This is an optimization exercise on Yosys and OpenROAD, whose aim is small area and few clock cycles, not a production implementation.
Function was checked by simulation only, so behaviour that the tests miss may differ from the original.
Power and IR drop assume default switching activity.

Setup of build 74:
==> flow/design.v <==
`timescale 1ns/1ps
package ka_pkg;
	localparam int WORD_W = 36;
	localparam int ADDR_W = 18;
	localparam int FM_ADDR_W = 4;
	localparam int FM_WORDS = 1 << FM_ADDR_W;
	localparam int NXM_CYCLES = 64;
	localparam int NXM_CNT_W = $clog2(NXM_CYCLES);
	typedef logic [0:WORD_W-1] word_t;
	typedef logic [WORD_W-ADDR_W:WORD_W-1] addr_t;
	typedef logic [WORD_W-FM_ADDR_W:WORD_W-1] fm_addr_t;
	typedef enum logic [1:0] {
		KS_IDLE,
		KS_WAIT_FM,	 
		KS_WAIT_CORE,	 
		KS_FINISH	 
	} key_state_t;
	typedef enum logic [1:0] {
		MC_IDLE,
		MC_ADR_WAIT,	 
		MC_RD_WAIT,
		MC_WR_RS	 
	} mc_state_t;
endpackage
`timescale 1ns/1ps
import ka_pkg::*;
module ka_top (
	input logic clk,
	input logic pi_reset,
	input logic key_exa,
	input logic key_ex_nxt,
	input logic key_dep,
	input logic key_dep_nxt,
	input logic fm_enable_sw,
	input ka_pkg::addr_t as,
	input ka_pkg::word_t ds,
	output ka_pkg::word_t ar,
	output ka_pkg::addr_t ma,
	output logic key_busy,
	output logic key_done,
	output logic nxm,
	input logic membus_addr_ack,
	input logic membus_rd_rs,
	input ka_pkg::word_t membus_mb_in,
	output logic membus_rq_cyc,
	output logic membus_rd_rq,
	output logic membus_wr_rq,
	output logic membus_wr_rs,
	output ka_pkg::addr_t membus_ma,
	output ka_pkg::word_t membus_mb_out
);
	localparam int FA = WORD_W - FM_ADDR_W;	 
	localparam logic [5:0] LFSR_SEED = 6'b000001;
	localparam logic [5:0] LFSR_TERM = 6'b100000;
	localparam logic [5:0] LFSR_NXM = 6'b000010;
	ka_pkg::word_t rw [0:FM_WORDS-1];
	logic rv [0:FM_WORDS-1];	 
	logic [3:0] ptr;
	ka_pkg::word_t ar_q;
	logic inflight;	 
	logic dep_f;
	logic fm_wait;	 
	logic fm_done;	 
	logic rq_pend;	 
	logic rd_wait;	 
	logic [5:0] lfsr;
	logic key_any;
	logic key_next;
	logic key_dep_any;
	logic accept;
	logic to_fm;
	ka_pkg::addr_t ma_next;
	logic rd_end;
	logic nxm_end;
	logic rq_start;
	logic [3:0] d_acc;
	logic [3:0] d_cur;
	logic al_acc;
	logic al_cur;
	logic [1:0] tap_sel;
	logic rd_now;
	logic ld_tap;
	logic s_ds;
	logic s_mb;
	logic s_q;
	logic fm_wr;
	ka_pkg::word_t ar_d;
	assign key_any = key_exa | key_ex_nxt | key_dep | key_dep_nxt;
	assign key_next = ~key_exa & (key_ex_nxt | ~key_dep & key_dep_nxt);
	assign key_dep_any = ~key_exa & ~key_ex_nxt & (key_dep | key_dep_nxt);
	assign ma_next = key_next ? ma + 1'b1 : as;	 
	assign to_fm = fm_enable_sw && ma_next[WORD_W-ADDR_W:FA-1] == '0;
	assign rd_end = rd_wait & membus_rd_rs;
	assign nxm_end = inflight & nxm & lfsr == LFSR_NXM;
	assign membus_wr_rs = membus_rq_cyc & dep_f & membus_addr_ack;
	assign key_done = fm_done | nxm_end | membus_wr_rs | rd_end;
	assign key_busy = inflight & ~key_done;
	assign accept = key_any & ~key_busy;
	assign membus_rd_rq = membus_rq_cyc & ~dep_f;
	assign membus_wr_rq = membus_rq_cyc & dep_f;
	assign membus_ma = ma;
	assign membus_mb_out = ar_q;
	assign ar = rd_end ? membus_mb_in : ar_q;
	assign d_acc = ptr - ma_next[FA:WORD_W-1];
	assign d_cur = ptr - ma[FA:WORD_W-1];
	assign al_acc = key_dep_any ? d_acc[2:0] == '0 : d_acc[1:0] == '0;
	assign al_cur = dep_f ? d_cur[2:0] == '0 : d_cur[1:0] == '0;
	assign tap_sel = accept ? d_acc[3:2] : d_cur[3:2];
	assign rd_now = fm_wait & ~dep_f & al_cur;
	assign ld_tap = ~pi_reset & (accept ? ~key_dep_any & to_fm & al_acc : rd_now);
	assign s_ds = ~pi_reset & accept & key_dep_any;
	assign s_mb = ~pi_reset & ~accept & rd_end;
	assign s_q = ~pi_reset & ~accept & ~rd_now & ~rd_end;
	always_comb begin
		ar_d = ({WORD_W{s_ds}} & ds) | ({WORD_W{s_mb}} & membus_mb_in) |
			({WORD_W{s_q}} & ar_q);
		for (int j = 0; j < 4; j++)
			ar_d = ar_d | ({WORD_W{ld_tap & tap_sel == 2'(j) & rv[4*j]}} & rw[4*j]);
	end
	always_ff @(posedge clk)
		ar_q <= ar_d;
	assign fm_wr = fm_done & dep_f;
	always_ff @(posedge clk) begin
		for (int i = 0; i < FM_WORDS; i++) begin
			if (i % 8 == 2 && fm_wr && d_cur[3] == 1'(i / 8)) begin
				rw[i] <= ar_q;
				rv[i] <= ~pi_reset;
			end else begin
				rw[i] <= rw[(i + FM_WORDS - 1) % FM_WORDS];
				rv[i] <= ~pi_reset & rv[(i + FM_WORDS - 1) % FM_WORDS];
			end
		end
	end
	assign rq_start = accept & ~to_fm & ~membus_wr_rs | rq_pend;
	always_ff @(posedge clk)
		lfsr <= rq_start ? LFSR_SEED : {lfsr[4:0], lfsr[5] ^ lfsr[4]};
	always_ff @(posedge clk) begin
		if (pi_reset) begin
			ptr <= '0;
			inflight <= 1'b0;
			fm_wait <= 1'b0;
			fm_done <= 1'b0;
			rq_pend <= 1'b0;
			rd_wait <= 1'b0;
			membus_rq_cyc <= 1'b0;
			ma <= '0;
			nxm <= 1'b0;
		end else begin
			ptr <= ptr + 1'b1;
			fm_done <= 1'b0;
			rq_pend <= 1'b0;
			if (key_done)
				inflight <= 1'b0;
			if (fm_wait && al_cur) begin
				fm_wait <= 1'b0;
				fm_done <= 1'b1;
			end
			if (rq_pend)
				membus_rq_cyc <= 1'b1;
			if (membus_rq_cyc) begin
				if (membus_addr_ack) begin
					membus_rq_cyc <= 1'b0;
					rd_wait <= ~dep_f;
				end else if (lfsr == LFSR_TERM) begin
					membus_rq_cyc <= 1'b0;
					nxm <= 1'b1;
				end
			end
			if (rd_end)
				rd_wait <= 1'b0;
			if (accept) begin
				inflight <= 1'b1;
				ma <= ma_next;
				dep_f <= key_dep_any;
				nxm <= 1'b0;
				if (to_fm) begin
					if (al_acc)
						fm_done <= 1'b1;
					else
						fm_wait <= 1'b1;
				end else if (membus_wr_rs)
					rq_pend <= 1'b1;
				else
					membus_rq_cyc <= 1'b1;
			end
		end
	end
endmodule
clock: 10.0 ns
lec_check: 0
cap_margin: 20
core_margin: 2
core_utilization: 60
slew_margin: 20
standard.sh (not shown) runs the stock make flow with config.mk's settings and CLKGATE_MAP_FILE= SYNTH_SCRIPT=/design/flow/synth_recipe.tcl, a recipe that flattens the netlist after the stock synthesis.
==> flow/flow/run.sh <==
#!/bin/bash
# The standard layout with three changes: ABC maps for area (no buffering or
# sizing, which the placement repair does anyway), the ports get the smallest
# buffer, and the clock tree uses clkbuf_8 leaves without dummy loads.
set -euo pipefail
cd "$(dirname "$0")/.."
W=$PWD
rm -rf "$W/scripts_mod"
cp -r "$FLOW_HOME/scripts" "$W/scripts_mod"
cp "$W/flow/abc_area.script" "$W/scripts_mod/abc_speed.script"
export SCRIPTS_DIR="$W/scripts_mod"
export BUFFER_PORTS_ARGS="-buffer_cell sky130_fd_sc_hd__buf_1"
export CTS_ARGS="-sink_clustering_enable -repair_clock_nets -dont_use_dummy_load -buf_list sky130_fd_sc_hd__clkbuf_8 -sink_clustering_size 20 -sink_clustering_max_diameter 45"
bash standard.sh > standard_flow.log 2>&1
==> flow/flow/abc_area.script <==
&get -n
&st
&dch
&nf -R 1000
&put
Build 74 | stages: all done | timing, DRC, antenna: all pass
Testbench counts of build 74, summed over its fixed seeds: cycles 30,042.
What build 35 does differently from build 74 at the input level:
--- a/flow/flow/run.sh
+++ b/flow/flow/run.sh
@@ -13 +13 @@
-export CTS_ARGS="-sink_clustering_enable -repair_clock_nets -dont_use_dummy_load -buf_list sky130_fd_sc_hd__clkbuf_8 -sink_clustering_size 20 -sink_clustering_max_diameter 45"
+export CTS_ARGS="-sink_clustering_enable -repair_clock_nets -dont_use_dummy_load -buf_list sky130_fd_sc_hd__clkbuf_4 -sink_clustering_size 10 -sink_clustering_max_diameter 40"
==> comparison <==
Build 74 has higher post-route minimum period than build 35. Delta (build 35 minus build 74): data arrival time of the critical path increased by 30 ps relative to the old numbers, wire length on met3 increased by 15% relative to the old numbers. ~same clock input transition at the sequential cells of the worst setup and hold paths in build 74 and build 35. Build 35 and build 74 ended up with roughly the same area share of buffers outside the clock network. Looking at power per standard cell area, build 35 sits 0.96% lower than build 74 does. Build 35 gives more wire length of the first global-routing pass than build 74 did. Power, build 35 vs build 74: down slightly. Between build 74 and build 35, the proportion of power drawn by the clock network is higher for build 74.
Modified inputs, build 40 compared to build 35
--- a/flow/flow/run.sh
+++ b/flow/flow/run.sh
@@ -13 +13 @@
-export CTS_ARGS="-sink_clustering_enable -repair_clock_nets -dont_use_dummy_load -buf_list sky130_fd_sc_hd__clkbuf_4 -sink_clustering_size 10 -sink_clustering_max_diameter 40"
+export CTS_ARGS="-sink_clustering_enable -repair_clock_nets -dont_use_dummy_load -buf_list sky130_fd_sc_hd__clkbuf_8 -sink_clustering_size 18 -sink_clustering_max_diameter 50"
Findings:
- Worst hold slack: build 40 vs build 35, no meaningful difference
- As far as net count after synthesis is concerned, build 35 and build 40 perform about the same.
- Total routed wirelength in build 40 is about 1% lower than in build 35

==> afterwards: timing with drivers on the ports <==
How much do the figures lean on ideal ports? The routed layouts below were timed once more, with nothing changed but the port constraints.
Step 1: set_driving_cell puts a clkbuf_16 on clk and a buf_2 on each other input, an assumption about the parent block.
Step 2, shift: input delay + t, output delay - t, t = (earliest + latest rising clock arrival at the registers) / 2. This alone moves slack from input paths to output paths.
Slacks: no drivers / after step 1 / after step 2; pairs: no drivers / after step 1.
run	t, ns	setup slack, ns	pins driven straight from the clock port
build 74	0.595	4.390 / 4.414 / 3.819	1
build 35	0.679	4.446 / 4.465 / 3.786	1
build 40	0.604	4.415 / 4.436 / 3.833	1
After both steps every run listed still meets setup and hold. The setup slack of build 35, which loses most, moves by +0.019 ns with the drivers and by -0.660 ns with both steps.
